What follows belongs to an exercise in optimizing a design on an open flow for small area and a short achievable clock period; a production flow would make more cautious choices. RTL that was checked went through simulation tests only; none was proved equivalent to the original. No activity file was given, so power comes from the tool's default toggle rates.

== red ==
==> flow/design.v (excerpt) <==
module ss_bridge_top #(
	parameter int FIFO_AW = 6
) (
	input  logic        mclk,
	input  logic        ST_ALE,
	input  logic        st_req,
	input  logic        st_we,
	input  logic [7:0]  st_addr,
	input  logic [15:0] st_wdata,
	output logic [15:0] st_rdata,
	output logic        st_rvalid,
	output logic        st_irq,
	input  logic        ss_req,
	input  logic        ss_we,
	input  logic        ss_cs2,
	input  logic [14:1] ss_addr,
	input  logic [15:0] ss_wdata,
	output logic [15:0] ss_rdata,
	output logic        ss_rvalid,
	output logic        ss_irq
);
	localparam int DEPTH = 1 << FIFO_AW;
	logic        st_rd, st_ctrl_we, st_ack, st_fifo_wr, st_fifo_rd, st_rcnt_clr;
	logic        st_cmd_clr, st_data_we, st_resp_we, st_hirq_set, st_hirq_clr;
	logic [31:0] st_sel;
	logic        st_dflt;
	logic        ss_rd, ss_fifo_rd, ss_fifo_wr, ss_hirq_and, ss_mask_we, ss_cr_we;
	logic [1:0]  ss_idx;
	logic        ss_ctrl_we, ss_cmd_we, ss_data_we;
	logic        rs_ctrl, rs_fstat, rs_cmd, rs_data, rs_fifo, rs_hirq, rs_mask;
	logic [3:0]  rs_resp;
	logic        rs_id, rs_ver;
	st_decode st_decode_inst (.*);
	ss_decode ss_decode_inst (.*);
	logic [15:0]      st_ctrl, ss_ctrl, ss_cmd, ss_data, hirq, hirq_mask, rcnt;
	logic [15:0]      st_ctrl_n, hirq_n, hirq_mask_n;
	logic [3:0][15:0] cr, resp;
	logic             flag_cdc, flag_cmd, flag_fifo;
	logic             flag_cdc_n, flag_cmd_n, flag_fifo_n;
	logic             fifo_empty_d;
	logic [15:0]        sr [DEPTH-1];
	logic [15:0]        stage;
	logic               push_q;
	logic [FIFO_AW:0]   m, m_inc, m_dec;
	logic               fifo_empty, fifo_full;
	logic               fifo_dir, fifo_clr;
	logic               push, pop, wr_en, rd_en;
	logic [15:0]        wr_word;
	logic [15:0]        fifo_head;
	assign fifo_dir  = st_ctrl[CTRL_FIFO_DIR];
	assign fifo_clr  = st_ctrl[CTRL_FIFO_RST];
	assign m_inc      = m + 1'b1;
	assign m_dec      = m - 1'b1;
	assign fifo_empty = m[FIFO_AW];
	assign fifo_full  = (m == FIFO_AW'(DEPTH - 1));
	assign st_ctrl_n   = st_ctrl_we ? st_wdata : st_ctrl;
  ...
For scale: roughly 3500 cells after synthesis, ~97 I/O pins.
export LEC_CHECK = 0
export CAP_MARGIN = 20
export CORE_MARGIN = 2
export CORE_UTILIZATION = 60
export CTS_CLUSTER_DIAMETER = 70
export CTS_CLUSTER_SIZE = 25
export SETUP_SLACK_MARGIN = 2.2
export SLEW_MARGIN = 50
export SYNTH_HIERARCHICAL = 1
export SYNTH_MINIMUM_KEEP_SIZE = 0
export TNS_END_PERCENT = 20
create_clock -name core_clock -period 4.5 [get_ports {mclk}]
standard.sh (not shown) runs the stock make flow with config.mk's settings and CLKGATE_MAP_FILE= SYNTH_SCRIPT=/design/flow/synth_recipe.tcl, a recipe that flattens the netlist after the stock synthesis.
==> flow/flow/run.sh <==
#!/bin/bash
# Standard layout (standard synthesis included) with two changes: the port
# buffers are buf_4 cells, and the resizer may change a cell's footprint.
set -euo pipefail
export BUFFER_PORTS_ARGS="-buffer_cell sky130_fd_sc_hd__buf_4"
bash standard.sh MATCH_CELL_FOOTPRINT=0 finish > standard_flow.log 2>&1
Input-level comparison between blue and red:
--- a/flow/design.v
+++ b/flow/design.v
@@ -172,12 +172,21 @@
 	input  logic [15:0] a,
 	input  logic [15:0] b,
 	output logic        y
 );
 	assign y = |(a & b);
 endmodule
+module rd_sel #(
+	parameter int N = 8
+) (
+	input  logic [N-1:0] d,
+	input  logic [N-1:0] s,
+	output logic         y
+);
+	assign y = |(d & s);
+endmodule
 import st_map_pkg::*;
 import ss_map_pkg::*;
 module ss_bridge_top #(
 	parameter int FIFO_AW = 6
 ) (
 	input  logic        mclk,
@@ -354,31 +363,49 @@
 			m_n = m_dec;
 		else
 			m_n = m;
 	end
 	logic [FIFO_AW:0] p_n;
 	logic [7:0]       sel_hi, sel_lo;
-	assign p_n = rd_en ? m_dec2 : m_dec;
+	logic             sel_w, sel_w_n;
+	logic             z_m, z_inc, z_dec;
+	assign p_n   = rd_en ? m_dec2 : m_dec;
+	assign z_m   = m[FIFO_AW] | (m == '0);
+	assign z_inc = (m_inc == '0);
+	assign z_dec = (m == FIFO_AW'(1)) | (m == '0);
+	always_comb
+	begin
+		if (fifo_clr)
+			sel_w_n = 1'b1;
+		else if (wr_en & ~rd_en)
+			sel_w_n = z_inc;
+		else if (rd_en & ~wr_en)
+			sel_w_n = z_dec;
+		else
+			sel_w_n = z_m;
+	end
 	always_ff @(posedge mclk or posedge ST_ALE)
 	begin
 		if (ST_ALE)
 		begin
 			m      <= '1;
 			push_q <= 1'b0;
-			sel_hi <= 8'h80;
+			sel_hi <= 8'h00;
 			sel_lo <= 8'h40;
+			sel_w  <= 1'b1;
 		end
 		else
 		begin
 			m      <= m_n;
 			push_q <= wr_en;
 			for (int j = 0; j < 8; j++)
 			begin
-				sel_hi[j] <= (p_n[5:3] == 3'(j));
+				sel_hi[j] <= (p_n[5:3] == 3'(j)) & ~sel_w_n;
 				sel_lo[j] <= (p_n[2:0] == 3'(j));
 			end
+			sel_w <= sel_w_n;
 		end
 	end
 	logic [15:0] fifo_next;
 	for (genvar b = 0; b < 16; b++)
 	begin : g_next
 		logic [7:0] grp;
@@ -391,19 +418,17 @@
 					assign d[k] = stage[b];
 				else
 					assign d[k] = sr[8*j+k][b];
 			end
 			fifo_sel8 u_lo (.d(d), .s(sel_lo), .y(grp[j]));
 		end
-		fifo_sel8 u_hi (.d(grp), .s(sel_hi), .y(fifo_next[b]));
+		rd_sel #(.N(9)) u_hi (.d({wr_word[b], grp}), .s({sel_w, sel_hi}), .y(fifo_next[b]));
 	end
 	always_ff @(posedge mclk)
 	begin
-		if (fifo_empty | (rd_en & (m == '0)))
-			fifo_head <= wr_word;
-		else if (rd_en)
+		if (fifo_empty | rd_en)
 			fifo_head <= fifo_next;
 	end
 	logic [15:0] fifo_stat, head_sw, st_word, ss_word;
 	assign fifo_stat = 16'(m_inc);
 	assign head_sw   = {fifo_head[7:0], fifo_head[15:8]};
 	logic [15:0] st_stat;
[summary]
Of blue and red, blue shows the higher global-route usage, with red below it. Non-clock buffer count (blue over red): decrease, about 8%. Between red and blue, the flow reports total non-filler cell area in the finished layout decreasing slightly. blue vs red on fmax: blue is the lower one. Between red and blue, the flow reports global-route wire length before repair increasing slightly. Against red, blue reports a overall power that is higher. Area after synthesis: blue vs red down 190 um^2. From red to blue the numbers moved as follows: final period demand of the worst path saw an increase; power share of the clock group saw a decrease.
No functional check of the RTL was part of blue.

========
== build 9 ==
Another version of the RTL of ss_bridge_top (not shown whole).
Size in the first run: roughly 3300 cells after synthesis, roughly 1300 flip-flops, ~97 I/O pins.
// ss_bridge_top
module ss_bridge_top #(
	parameter int FIFO_AW = 6
) (
	input  logic        mclk,
	input  logic        ST_ALE,
	input  logic        st_req,
	input  logic        st_we,
	input  logic [7:0]  st_addr,
	input  logic [15:0] st_wdata,
	output logic [15:0] st_rdata,
	output logic        st_rvalid,
	output logic        st_irq,
	input  logic        ss_req,
	input  logic        ss_we,
	input  logic        ss_cs2,
	input  logic [14:1] ss_addr,
	input  logic [15:0] ss_wdata,
	output logic [15:0] ss_rdata,
	output logic        ss_rvalid,
	output logic        ss_irq
);
make LEC_CHECK=0 CAP_MARGIN=20 CORE_MARGIN=2 CORE_UTILIZATION=60 SETUP_SLACK_MARGIN=2.1 SLEW_MARGIN=20 SYNTH_HIERARCHICAL=1 SYNTH_MINIMUM_KEEP_SIZE=0 finish   # period 4.5 ns
run.sh (not shown) runs the stock make flow with config.mk's settings and CLKGATE_MAP_FILE= SYNTH_SCRIPT=/design/flow/synth_recipe.tcl, a recipe that flattens the netlist after the stock synthesis.
Stock flow here: none of the scripts above is used.
Build 9 finished end to end and its layout was clean on timing, DRC and antenna.
Modified inputs, build 35 compared to build 9
--- a/flow/design.v
+++ b/flow/design.v
@@ -226,35 +226,46 @@
 		if (wr_en)
 		begin
 			sr[0] <= wr_word;
 			for (int i = 1; i < DEPTH; i++)
 				sr[i] <= sr[i-1];
 		end
 	end
-	always_ff @(posedge mclk or posedge ST_ALE)
+	logic [FIFO_AW:0] m_n;
+	always_comb
 	begin
-		if (ST_ALE)
-			m <= '1;
-		else if (fifo_clr)
-			m <= '1;
+		if (fifo_clr)
+			m_n = '1;
 		else if (wr_en & ~rd_en)
-			m <= m_inc;
+			m_n = m_inc;
 		else if (rd_en & ~wr_en)
-			m <= m_dec;
+			m_n = m_dec;
+		else
+			m_n = m;
 	end
-	logic [7:0]  sel_hi, sel_lo;
-	logic [15:0] fifo_next;
-	always_comb
+	logic [7:0] sel_hi, sel_lo;
+	always_ff @(posedge mclk or posedge ST_ALE)
 	begin
-		for (int j = 0; j < 8; j++)
+		if (ST_ALE)
 		begin
-			sel_hi[j] = (m[5:3] == 3'(j));
-			sel_lo[j] = (m[2:0] == 3'(j));
+			m      <= '1;
+			sel_hi <= 8'h80;
+			sel_lo <= 8'h80;
+		end
+		else
+		begin
+			m <= m_n;
+			for (int j = 0; j < 8; j++)
+			begin
+				sel_hi[j] <= (m_n[5:3] == 3'(j));
+				sel_lo[j] <= (m_n[2:0] == 3'(j));
+			end
 		end
 	end
+	logic [15:0] fifo_next;
 	for (genvar b = 0; b < 16; b++)
 	begin : g_next
 		logic [7:0] grp;
 		for (genvar j = 0; j < 8; j++)
 		begin : g_grp
 			logic [7:0] d;
 			for (genvar k = 0; k < 8; k++)
Notes after the runs:
- Setup slack after layout delta for build 35 relative to build 9: 0.36 ns higher
- Build 35: initial antenna violation count is 8 lower than what build 9 reported.
- [compare] base=build 9 new=build 35: width of the die now sits higher; power share of the combinational group now sits lower; routed wire length now sits lower.
No run of this note included a check of the RTL's function; only the layout flow was run.

what the ideal ports hide:
The flow's constraints put no driver on any port. The routed layouts listed below were extracted and timed again, unchanged, in two steps.
Step 1, drivers: a clkbuf_16 drives mclk and a buf_2 each remaining input, both assumed.
Step 2 moves the port delays by t, midway between the first and last clock arrival at a register: inputs arrive t later, outputs are due t later. That takes back most of the time a late clock gives input paths.
Slacks: ideal ports / drivers / drivers and shift; pairs: ideal ports / drivers.
run | shift t [ns] | setup slack, ns | slew at the worst register clock pin (ns)
red | 0.727 | 2.060 / 2.060 / 1.380 | 0.11 / 0.11
blue | 0.732 | 1.851 / 1.873 / 1.141 | 0.10 / 0.10
build 9 | 0.803 | 1.592 / 1.592 / 1.171 | 0.07 / 0.07
build 35 | 0.808 | 1.956 / 2.006 / 1.198 | 0.06 / 0.06
After both steps every run listed still meets setup and hold. The setup slack of build 35, which loses most, moves by +0.050 ns with the drivers and by -0.758 ns with both steps.
